This design comes from an exercise in tuning for a short achievable clock period and few clock cycles on the open sky130 flow, not from production work.
In this exercise RTL edits were held to simulation tests only and were not proved equivalent to the original.
Power and IR drop assume default switching activity.

==> v36 <==
// cpu
module cpu (
    input  logic  clk,
    input  logic  arst_n,
    output core_pkg::word_t code_addr,
    input  core_pkg::inst_t code_data,
    output core_pkg::word_t data_addr,
    output core_pkg::word_t data_wdata,
    output logic  data_we,
    output logic  data_re,
    input  core_pkg::word_t data_rdata
);
==> flow/config.mk <==
export PLATFORM = sky130hd
export DESIGN_NAME = cpu
export DESIGN_NICKNAME = cpu
export VERILOG_FILES = /design/flow/design.v
export SDC_FILE = /design/flow/constraint.sdc
export NUM_CORES = 4
export LEC_CHECK = 0
export ABC_CLOCK_PERIOD_IN_PS = 2400
export CAP_MARGIN = 20
export CORE_MARGIN = 2
export CORE_UTILIZATION = 40
export SETUP_SLACK_MARGIN = 4.6
export SLEW_MARGIN = 20
export TNS_END_PERCENT = 100
==> flow/constraint.sdc <==
create_clock -name core_clock -period 7.0 [get_ports {clk}]
set_input_delay 1.4000 -clock core_clock [delete_from_list [all_inputs] [get_ports {clk}]]
set_output_delay 1.4000 -clock core_clock [all_outputs]
set_load 0.01 [all_outputs]
run.sh (not shown) runs the stock make flow with config.mk's settings and CLKGATE_MAP_FILE= SYNTH_SCRIPT=/design/flow/synth_recipe.tcl, a recipe that flattens the netlist after the stock synthesis.
==> v27: changes against v36 <==
--- a/flow/design.v
+++ b/flow/design.v
@@ -146,14 +146,18 @@
     output core_pkg::word_t     e_sd,
     output logic                e_sub,
     output logic                e_logic,
     output logic                e_fa_m,
     output logic                e_fa_l,
     output logic                e_fb_m,
     output logic                e_fb_l,
+    output logic                e_fb_mn,
+    output logic                e_fa_n,
+    output logic                e_fb_n,
+    output logic                e_fb_ln,
     output logic                e_a_rr,
     output logic                e_a_mr,
     output logic                e_a_rm,
     output logic                e_a_mm,
     output logic                e_a_lr,
     output logic                e_a_rl,
     output logic                e_a_ll,
@@ -245,16 +249,20 @@
         e_a      <= rs1_data;
         e_b      <= (is_r || is_br) ? (rs2_data ^ {32{is_r && r_sub}}) : (is_sw ? imm_s : imm_i);
         e_sd     <= rs2_data;
         e_sub    <= is_r && r_sub;
         e_logic  <= is_r && (r_and || r_or || r_xor);
         e_fa_m   <= fwd_a && !e_load;
         e_fa_l   <= fwd_a && e_load;
-        e_fb_m   <= fwd_b && !e_load;
-        e_fb_l   <= fwd_b && e_load;
+        e_fb_m   <= fwd_b && !e_load && !(is_r && r_sub);
+        e_fb_l   <= fwd_b && e_load && !(is_r && r_sub);
+        e_fb_mn  <= fwd_b && !e_load && is_r && r_sub;
+        e_fa_n   <= !fwd_a;
+        e_fb_n   <= !fwd_b;
+        e_fb_ln  <= fwd_b && e_load && is_r && r_sub;
         e_a_rr   <= arith && !fwd_a && !fwd_b;
         e_a_mr   <= arith && fwd_a && !fwd_b && !e_load;
         e_a_rm   <= arith && !fwd_a && fwd_b && !e_load;
         e_a_mm   <= arith && !(is_r && r_sub) && fwd_a && fwd_b && !e_load;
         e_a_lr   <= arith && fwd_a && !fwd_b && e_load;
         e_a_rl   <= arith && !fwd_a && fwd_b && e_load;
         e_a_ll   <= arith && !(is_r && r_sub) && fwd_a && fwd_b && e_load;
@@ -341,16 +349,20 @@
     input  logic            e_sub,
     input  logic            e_logic,       
     input  logic            e_and,
     input  logic            e_or,
     input  logic            e_xor,
     input  logic            e_fa_m,        
     input  logic            e_fa_l,        
-    input  logic            e_fb_m,
+    input  logic            e_fa_n,        
+    input  logic            e_fb_n,        
+    input  logic            e_fb_m,        
     input  logic            e_fb_l,
+    input  logic            e_fb_mn,       
+    input  logic            e_fb_ln,
     input  logic            e_s_rr,        
     input  logic            e_s_mr,        
     input  logic            e_s_rm,        
     input  logic            e_s_mm,        
     input  logic            e_s_lr,        
     input  logic            e_s_rl,        
     input  logic            e_s_ll,        
@@ -388,33 +400,33 @@
     logic            eq;
     logic            wrong;
     logic            z;
     logic            e_kill;
     logic            e_redirect;
     logic            d_redirect;
     logic            unused_cout;
-    assign op_a = ({32{!e_fa_m && !e_fa_l}} & e_a) | ({32{e_fa_m}} & m_res) |
+    assign op_a = ({32{e_fa_n}} & e_a) | ({32{e_fa_m}} & m_res) |
                   ({32{e_fa_l}} & data_rdata);
-    assign op_b = ({32{!e_fb_m && !e_fb_l}} & e_b) |
-                  ({32{e_fb_m}} & (m_res ^ {32{e_sub}})) |
-                  ({32{e_fb_l}} & (data_rdata ^ {32{e_sub}}));
+    assign op_b = ({32{e_fb_n}} & e_b) |
+                  ({32{e_fb_m}} & m_res) | ({32{e_fb_mn}} & ~m_res) |
+                  ({32{e_fb_l}} & data_rdata) | ({32{e_fb_ln}} & ~data_rdata);
     ks_add #(.W(32)) i_add (.a(op_a), .b(op_b), .cin(e_sub), .s(sum), .cout(unused_cout));
     assign lg   = ({32{e_and}} & (op_a & op_b)) | ({32{e_or}} & (op_a | op_b)) |
                   ({32{e_xor}} & (op_a ^ op_b));
     assign result = e_logic ? lg : sum;
     assign eq     = (op_a == op_b);   
     assign sd = e_fwd_sd ? (m_load ? data_rdata : m_res) : e_sd;
     assign wrong      = eq ^ e_k;
     assign e_kill     = e_chk && wrong;
     assign e_redirect = e_chk && wrong && !(e_m8 && !d_pred_live);
     assign z          = (op_a == e_nimm);
-    assign d_redirect = dz && (z ^ dz_k) && !e_kill;
+    assign d_redirect = dz && (z ^ dz_k);
     assign kill     = e_kill;
     assign redirect = e_redirect || d_redirect;
-    assign redir_pc = e_redirect ? e_alt : d_alt;
+    assign redir_pc = dz ? d_alt : e_alt;
     assign upd      = e_br;
     assign upd_idx  = e_idx;
     assign upd_flip = eq ^ e_bne ^ e_sign;   
     always_ff @(posedge clk or negedge arst_n) begin
         if (!arst_n) begin
             m_wr   <= 1'b0;
             m_we   <= 1'b0;
@@ -503,15 +515,15 @@
     logic                upd, upd_flip;
     logic [6:0]          upd_idx;
     core_pkg::reg_addr_t e_rd;
     core_pkg::word_t     e_alt, e_a, e_b, e_sd;
     logic                e_addi, dz, dz_k;
     core_pkg::word_t     e_nimm, d_alt;
     logic                e_sub, e_logic, e_and, e_or, e_xor, e_fwd_sd;
-    logic                e_fa_m, e_fa_l, e_fb_m, e_fb_l;
+    logic                e_fa_m, e_fa_l, e_fb_m, e_fb_l, e_fb_mn, e_fb_ln, e_fa_n, e_fb_n;
     logic                e_a_rr, e_a_mr, e_a_rm, e_a_mm, e_a_lr, e_a_rl, e_a_ll;
     logic                e_s_rr, e_s_mr, e_s_rm, e_s_mm, e_s_lr, e_s_rl, e_s_ll;
     core_pkg::word_t     m_res, m_sd;
     core_pkg::reg_addr_t m_rd;
     logic                m_wr, m_load, m_we, m_re;
     logic                rf_we;
     core_pkg::reg_addr_t rf_wa;
@@ -533,23 +545,23 @@
         .clk, .arst_n,
         .d_valid, .d_pc, .d_inst, .d_pred,
         .kill,
         .e_addi, .e_nimm, .dz, .dz_k, .d_alt,
         .rs1_addr, .rs2_addr, .rs1_data, .rs2_data,
         .e_valid, .e_wr, .e_load, .e_store, .e_rd, .e_br, .e_pred, .e_sign, .e_idx, .e_bne, .e_chk, .e_k, .e_m8,
         .e_alt, .e_a, .e_b, .e_sd, .e_sub, .e_logic, .e_and, .e_or, .e_xor,
-        .e_fa_m, .e_fa_l, .e_fb_m, .e_fb_l,
+        .e_fa_m, .e_fa_l, .e_fb_m, .e_fb_l, .e_fb_mn, .e_fb_ln, .e_fa_n, .e_fb_n,
         .e_a_rr, .e_a_mr, .e_a_rm, .e_a_mm, .e_a_lr, .e_a_rl, .e_a_ll,
         .e_s_rr, .e_s_mr, .e_s_rm, .e_s_mm, .e_s_lr, .e_s_rl, .e_s_ll, .e_fwd_sd
     );
     execute i_execute (
         .clk, .arst_n,
         .e_valid, .e_wr, .e_load, .e_store, .e_rd, .e_br, .e_pred, .e_sign, .e_idx, .e_bne, .e_chk, .e_k, .e_m8,
         .e_alt, .e_a, .e_b, .e_sd, .e_sub, .e_logic, .e_and, .e_or, .e_xor,
-        .e_fa_m, .e_fa_l, .e_fb_m, .e_fb_l,
+        .e_fa_m, .e_fa_l, .e_fb_m, .e_fb_l, .e_fb_mn, .e_fb_ln, .e_fa_n, .e_fb_n,
         .e_a_rr, .e_a_mr, .e_a_rm, .e_a_mm, .e_a_lr, .e_a_rl, .e_a_ll,
         .e_s_rr, .e_s_mr, .e_s_rm, .e_s_mm, .e_s_lr, .e_s_rl, .e_s_ll, .e_fwd_sd,
         .d_pred_live(d_valid && d_pred),
         .e_nimm, .dz, .dz_k, .d_alt,
         .data_rdata,
         .kill, .redirect, .redir_pc,
         .upd, .upd_idx, .upd_flip,
==> flow/config.mk (replaced) <==
export PLATFORM = sky130hd
export DESIGN_NAME = cpu
export DESIGN_NICKNAME = cpu
export VERILOG_FILES = /design/flow/design.v
export SDC_FILE = /design/flow/constraint.sdc
export NUM_CORES = 4
export LEC_CHECK = 0
export ABC_CLOCK_PERIOD_IN_PS = 2400
export CAP_MARGIN = 20
export CORE_MARGIN = 2
export CORE_UTILIZATION = 50
export PLACE_DENSITY = 0.7
export SETUP_SLACK_MARGIN = 4.6
export SLEW_MARGIN = 20
export TNS_END_PERCENT = 100
==> comparison <==
In v27 the combinational power is lower than in v36, by 13%.
Against v27, the non-clock buffer count of v36 is higher by 95.
In v36 the worst setup slack is worse than in v27, by 0.095 ns.
Against v36, the sequential cell count of v27 is higher by 4.
Testbench counts of v36, summed over its fixed seeds: cycles 117,417.
Testbench counts of v27, summed over its fixed seeds: cycles 117,417.


==> inputs of branch juniper <==
cpu, a different RTL version from the one above (not shown whole).
clock: 7.0 ns
lec_check: 0
abc_clock_period_in_ps: 1000
cap_margin: 20
core_margin: 2
core_utilization: 45
place_density: 0.65
setup_slack_margin: 4.0
slew_margin: 20
tns_end_percent: 100
standard.sh (not shown) runs the stock make flow with config.mk's settings and CLKGATE_MAP_FILE= SYNTH_SCRIPT=/design/flow/synth_recipe.tcl, a recipe that flattens the netlist after the stock synthesis.
==> flow/flow/run.sh <==
#!/bin/bash
# Own layout flow: the standard flow (standard.sh) with three changes to how
# the layout is made:
#  - port buffers are buf_6 cells instead of the default delay-buffer cells,
#  - the resizer may change a cell's footprint (so it can swap those buffers),
#  - synthesis does not pre-map adders to full/half-adder cells, so ABC sees
#    the whole adder logic.
# Registers, their names and cell types come from the same synthesis script.
set -euo pipefail
bash standard.sh MATCH_CELL_FOOTPRINT=0 \
  "BUFFER_PORTS_ARGS=-buffer_cell sky130_fd_sc_hd__buf_6" \
  ADDER_MAP_FILE= \
  finish > flow_make.log 2>&1
==> branch fjord (differences from branch juniper) <==
--- a/flow/design.v
+++ b/flow/design.v
@@ -138,11 +138,22 @@
     output core_pkg::word_t     e_alt,      
     output core_pkg::word_t     e_a,
     output core_pkg::word_t     e_b,
     output core_pkg::word_t     e_sd,
     output logic                e_sub,
-    output logic                e_arith,
+    output logic                e_logic,
+    output logic                e_fa_m,
+    output logic                e_fa_l,
+    output logic                e_fb_m,
+    output logic                e_fb_l,
+    output logic                e_a_rr,
+    output logic                e_a_mr,
+    output logic                e_a_rm,
+    output logic                e_a_mm,
+    output logic                e_a_lr,
+    output logic                e_a_rl,
+    output logic                e_a_ll,
     output logic                e_and,
     output logic                e_or,
     output logic                e_xor,
     output logic                e_s_rr,
     output logic                e_s_mr,
@@ -160,10 +171,11 @@
     logic is_r, is_addi, is_lw, is_sw, is_br, ok;
     logic f7_zero;
     logic r_add, r_sub, r_and, r_or, r_xor;
     core_pkg::word_t imm_i, imm_s, imm_b;
     logic fwd_a, fwd_b, fwd_sd;
+    logic arith;
     assign opcode   = d_inst[6:0];
     assign rd       = d_inst[11:7];
     assign funct3   = d_inst[14:12];
     assign rs1_addr = d_inst[19:15];
     assign rs2_addr = d_inst[24:20];
@@ -181,10 +193,11 @@
     assign is_addi = (opcode == core_pkg::OP_IMM) && (funct3 == 3'b000);
     assign is_lw   = (opcode == core_pkg::OP_LOAD) && (funct3 == 3'b010);
     assign is_sw   = (opcode == core_pkg::OP_STORE) && (funct3 == 3'b010);
     assign is_br   = (opcode == core_pkg::OP_BRANCH) && (funct3[2:1] == 2'b00);
     assign ok      = d_valid && (is_r || is_addi || is_lw || is_sw || is_br);
+    assign arith = !(is_r && (r_and || r_or || r_xor));
     hazard_unit i_hazard_unit (
         .d_rs2_alu(is_r || is_br),
         .d_rs2_st(is_sw),
         .d_rs1(rs1_addr),
         .d_rs2(rs2_addr),
@@ -219,11 +232,22 @@
         e_alt    <= d_pc + (d_pred ? 32'd4 : imm_b);
         e_a      <= rs1_data;
         e_b      <= (is_r || is_br) ? rs2_data : (is_sw ? imm_s : imm_i);
         e_sd     <= rs2_data;
         e_sub    <= is_r && r_sub;
-        e_arith  <= !(is_r && (r_and || r_or || r_xor));
+        e_logic  <= is_r && (r_and || r_or || r_xor);
+        e_fa_m   <= fwd_a && !e_load;
+        e_fa_l   <= fwd_a && e_load;
+        e_fb_m   <= fwd_b && !e_load;
+        e_fb_l   <= fwd_b && e_load;
+        e_a_rr   <= arith && !fwd_a && !fwd_b;
+        e_a_mr   <= arith && fwd_a && !fwd_b && !e_load;
+        e_a_rm   <= arith && !fwd_a && fwd_b && !e_load;
+        e_a_mm   <= arith && !(is_r && r_sub) && fwd_a && fwd_b && !e_load;
+        e_a_lr   <= arith && fwd_a && !fwd_b && e_load;
+        e_a_rl   <= arith && !fwd_a && fwd_b && e_load;
+        e_a_ll   <= arith && !(is_r && r_sub) && fwd_a && fwd_b && e_load;
         e_and    <= is_r && r_and;
         e_or     <= is_r && r_or;
         e_xor    <= is_r && r_xor;
         e_s_rr   <= !fwd_a && !fwd_b;
         e_s_mr   <= fwd_a && !fwd_b && !e_load;
@@ -270,26 +294,17 @@
 endmodule
 module alu_lane (
     input  core_pkg::word_t x,
     input  core_pkg::word_t y,
     input  logic            sub,
-    input  logic            arith,    
-    input  logic            op_and,
-    input  logic            op_or,
-    input  logic            op_xor,
-    output core_pkg::word_t r,
+    output core_pkg::word_t sum,
     output logic            eq
 );
-    core_pkg::word_t sum;
-    logic            unused_cout;
+    logic unused_cout;
     ks_add #(.W(32)) i_add (
         .a(x), .b(y ^ {32{sub}}), .cin(sub), .s(sum), .cout(unused_cout)
     );
-    assign r  = ({32{arith}}  & sum)     |
-                ({32{op_and}} & (x & y)) |
-                ({32{op_or}}  & (x | y)) |
-                ({32{op_xor}} & (x ^ y));
     assign eq = (x == y);
 endmodule
 module execute (
     input  logic            clk,
     input  logic            arst_n,
@@ -309,21 +324,32 @@
     input  core_pkg::word_t e_alt,
     input  core_pkg::word_t e_a,
     input  core_pkg::word_t e_b,
     input  core_pkg::word_t e_sd,
     input  logic            e_sub,
-    input  logic            e_arith,
+    input  logic            e_logic,       
     input  logic            e_and,
     input  logic            e_or,
     input  logic            e_xor,
+    input  logic            e_fa_m,        
+    input  logic            e_fa_l,        
+    input  logic            e_fb_m,
+    input  logic            e_fb_l,
     input  logic            e_s_rr,        
     input  logic            e_s_mr,        
     input  logic            e_s_rm,        
     input  logic            e_s_mm,        
     input  logic            e_s_lr,        
     input  logic            e_s_rl,        
     input  logic            e_s_ll,        
+    input  logic            e_a_rr,
+    input  logic            e_a_mr,
+    input  logic            e_a_rm,
+    input  logic            e_a_mm,        
+    input  logic            e_a_lr,
+    input  logic            e_a_rl,
+    input  logic            e_a_ll,
     input  logic            e_fwd_sd,
     input  logic            d_pred_live,   
     input  core_pkg::word_t data_rdata,
     output logic            kill,          
     output logic            redirect,      
@@ -337,34 +363,34 @@
     output logic            m_wr,
     output logic            m_load,
     output logic            m_we,
     output logic            m_re
 );
-    core_pkg::word_t r_rr, r_mr, r_rm, r_mm, r_lr, r_rl, r_ll;
+    core_pkg::word_t r_rr, r_mr, r_rm, r_lr, r_rl;
     logic            eq_rr, eq_mr, eq_rm, eq_lr, eq_rl;
+    core_pkg::word_t op_a, op_b, lg;
     core_pkg::word_t result;
     core_pkg::word_t sd;
     logic            eq;
     logic            wrong;
-    alu_lane i_rr (.x(e_a),   .y(e_b),   .sub(e_sub), .arith(e_arith), .op_and(e_and),
-                   .op_or(e_or), .op_xor(e_xor), .r(r_rr), .eq(eq_rr));
-    alu_lane i_mr (.x(m_res), .y(e_b),   .sub(e_sub), .arith(e_arith), .op_and(e_and),
-                   .op_or(e_or), .op_xor(e_xor), .r(r_mr), .eq(eq_mr));
-    alu_lane i_rm (.x(e_a),   .y(m_res), .sub(e_sub), .arith(e_arith), .op_and(e_and),
-                   .op_or(e_or), .op_xor(e_xor), .r(r_rm), .eq(eq_rm));
-    alu_lane i_lr (.x(data_rdata), .y(e_b), .sub(e_sub), .arith(e_arith), .op_and(e_and),
-                   .op_or(e_or), .op_xor(e_xor), .r(r_lr), .eq(eq_lr));
-    alu_lane i_rl (.x(e_a), .y(data_rdata), .sub(e_sub), .arith(e_arith), .op_and(e_and),
-                   .op_or(e_or), .op_xor(e_xor), .r(r_rl), .eq(eq_rl));
-    assign r_mm = ({32{e_arith && !e_sub}} & {m_res[30:0], 1'b0}) |
-                  ({32{e_and || e_or}}     & m_res);
-    assign r_ll = ({32{e_arith && !e_sub}} & {data_rdata[30:0], 1'b0}) |
-                  ({32{e_and || e_or}}     & data_rdata);
-    assign result = ({32{e_s_rr}} & r_rr) | ({32{e_s_mr}} & r_mr) |
-                    ({32{e_s_rm}} & r_rm) | ({32{e_s_mm}} & r_mm) |
-                    ({32{e_s_lr}} & r_lr) | ({32{e_s_rl}} & r_rl) |
-                    ({32{e_s_ll}} & r_ll);
+    alu_lane i_rr (.x(e_a),        .y(e_b),        .sub(e_sub), .sum(r_rr), .eq(eq_rr));
+    alu_lane i_mr (.x(m_res),      .y(e_b),        .sub(e_sub), .sum(r_mr), .eq(eq_mr));
+    alu_lane i_rm (.x(e_a),        .y(m_res),      .sub(e_sub), .sum(r_rm), .eq(eq_rm));
+    alu_lane i_lr (.x(data_rdata), .y(e_b),        .sub(e_sub), .sum(r_lr), .eq(eq_lr));
+    alu_lane i_rl (.x(e_a),        .y(data_rdata), .sub(e_sub), .sum(r_rl), .eq(eq_rl));
+    assign op_a = ({32{!e_fa_m && !e_fa_l}} & e_a) | ({32{e_fa_m}} & m_res) |
+                  ({32{e_fa_l}} & data_rdata);
+    assign op_b = ({32{!e_fb_m && !e_fb_l}} & e_b) | ({32{e_fb_m}} & m_res) |
+                  ({32{e_fb_l}} & data_rdata);
+    assign lg   = ({32{e_and}} & (op_a & op_b)) | ({32{e_or}} & (op_a | op_b)) |
+                  ({32{e_xor}} & (op_a ^ op_b));
+    assign result = ({32{e_a_rr}} & r_rr) | ({32{e_a_mr}} & r_mr) |
+                    ({32{e_a_rm}} & r_rm) | ({32{e_a_lr}} & r_lr) |
+                    ({32{e_a_rl}} & r_rl) |
+                    ({32{e_a_mm}} & {m_res[30:0], 1'b0}) |
+                    ({32{e_a_ll}} & {data_rdata[30:0], 1'b0}) |
+                    ({32{e_logic}} & lg);
     assign eq     = (e_s_rr && eq_rr) || (e_s_mr && eq_mr) || (e_s_rm && eq_rm) ||
                     (e_s_lr && eq_lr) || (e_s_rl && eq_rl) || e_s_mm || e_s_ll;
     assign sd = e_fwd_sd ? (m_load ? data_rdata : m_res) : e_sd;
     assign wrong    = eq ^ e_k;
     assign kill     = e_chk && wrong;
@@ -461,11 +487,13 @@
     logic [6:0]          e_idx;
     logic                upd, upd_flip;
     logic [6:0]          upd_idx;
     core_pkg::reg_addr_t e_rd;
     core_pkg::word_t     e_alt, e_a, e_b, e_sd;
-    logic                e_sub, e_arith, e_and, e_or, e_xor, e_fwd_sd;
+    logic                e_sub, e_logic, e_and, e_or, e_xor, e_fwd_sd;
+    logic                e_fa_m, e_fa_l, e_fb_m, e_fb_l;
+    logic                e_a_rr, e_a_mr, e_a_rm, e_a_mm, e_a_lr, e_a_rl, e_a_ll;
     logic                e_s_rr, e_s_mr, e_s_rm, e_s_mm, e_s_lr, e_s_rl, e_s_ll;
     core_pkg::word_t     m_res, m_sd;
     core_pkg::reg_addr_t m_rd;
     logic                m_wr, m_load, m_we, m_re;
     logic                rf_we;
@@ -488,17 +516,21 @@
         .clk, .arst_n,
         .d_valid, .d_pc, .d_inst, .d_pred,
         .kill,
         .rs1_addr, .rs2_addr, .rs1_data, .rs2_data,
         .e_valid, .e_wr, .e_load, .e_store, .e_rd, .e_br, .e_pred, .e_sign, .e_idx, .e_bne, .e_chk, .e_k, .e_m8,
-        .e_alt, .e_a, .e_b, .e_sd, .e_sub, .e_arith, .e_and, .e_or, .e_xor,
+        .e_alt, .e_a, .e_b, .e_sd, .e_sub, .e_logic, .e_and, .e_or, .e_xor,
+        .e_fa_m, .e_fa_l, .e_fb_m, .e_fb_l,
+        .e_a_rr, .e_a_mr, .e_a_rm, .e_a_mm, .e_a_lr, .e_a_rl, .e_a_ll,
         .e_s_rr, .e_s_mr, .e_s_rm, .e_s_mm, .e_s_lr, .e_s_rl, .e_s_ll, .e_fwd_sd
     );
     execute i_execute (
         .clk, .arst_n,
         .e_valid, .e_wr, .e_load, .e_store, .e_rd, .e_br, .e_pred, .e_sign, .e_idx, .e_bne, .e_chk, .e_k, .e_m8,
-        .e_alt, .e_a, .e_b, .e_sd, .e_sub, .e_arith, .e_and, .e_or, .e_xor,
+        .e_alt, .e_a, .e_b, .e_sd, .e_sub, .e_logic, .e_and, .e_or, .e_xor,
+        .e_fa_m, .e_fa_l, .e_fb_m, .e_fb_l,
+        .e_a_rr, .e_a_mr, .e_a_rm, .e_a_mm, .e_a_lr, .e_a_rl, .e_a_ll,
         .e_s_rr, .e_s_mr, .e_s_rm, .e_s_mm, .e_s_lr, .e_s_rl, .e_s_ll, .e_fwd_sd,
         .d_pred_live(d_valid && d_pred),
         .data_rdata,
         .kill, .redirect, .redir_pc,
         .upd, .upd_idx, .upd_flip,
==> impl_metrics.yaml <==
outcome:
  status: "complete, no violations"
layout:
  n_all_buffers: 702
power_and_ir_drop:
  seqPwrFrac: 0.400
floorplan:
  die_w_um: 443
  die_h_um: 443
critical_path:
  critPathMaxStageDelay_ns: 0.38
yosys:
  synth_area_sq_um: 86600
  synth_top_cell_area_share: 0.344
[end of results for branch fjord]
==> impl_metrics.yaml <==
outcome:
  status: "complete, no violations"
power_and_ir_drop:
  comb-power_w: 0.00958
  seqPwrFrac: 0.374
drt:
  via_count: 80100
  top_layer_used: "met5"
clock_tree:
  cts-htree-levels: 4
critical_path:
  critPathMaxStageDelay_ns: 0.51
  crit_path_end: "i_execute.m_res[31]$_DFF_P_"
global_route:
  grt_max_degree: 105
floorplan:
  die_h_um: 450
  die_w_um: 450
layout:
  n_all_buffers: 845
worst_hold_path:
  hold_class: "flop to flop"
yosys:
  synth_top_cell_area_share: 0.333
[end of results for branch juniper]
Testbench counts of branch juniper, summed over its fixed seeds: cycles 119,548.
Testbench counts of branch fjord, summed over its fixed seeds: cycles 119,548.

separate check: timing with driven ports:
The flow's constraints put no driver on any port. The routed layouts listed below were extracted and timed again, unchanged, in two steps.
Step 1: set_driving_cell puts a clkbuf_16 on clk and a buf_2 on each other input, an assumption about the parent block.
Step 2, shift: input delay + t, output delay - t, t = (earliest + latest rising clock arrival at the registers) / 2. This alone moves slack from input paths to output paths.
Slacks: no drivers / after step 1 / after step 2; pairs: no drivers / after step 1.
run | t (ns) | setup WS [ns] | slew at the worst register clock pin (ns)
v36 | 0.895 | 3.009 / 3.033 / 2.139 | 0.07 / 0.07
v27 | 0.877 | 3.104 / 3.095 / 2.218 | 0.07 / 0.07
branch juniper | 0.929 | 2.841 / 2.752 / 1.823 | 0.08 / 0.08
branch fjord | 0.891 | 2.874 / 2.874 / 2.082 | 0.07 / 0.07
After both steps every run listed still meets setup and hold. For branch juniper, which loses most, drivers alone change the setup slack by -0.089 ns; drivers and shift together by -1.018 ns.
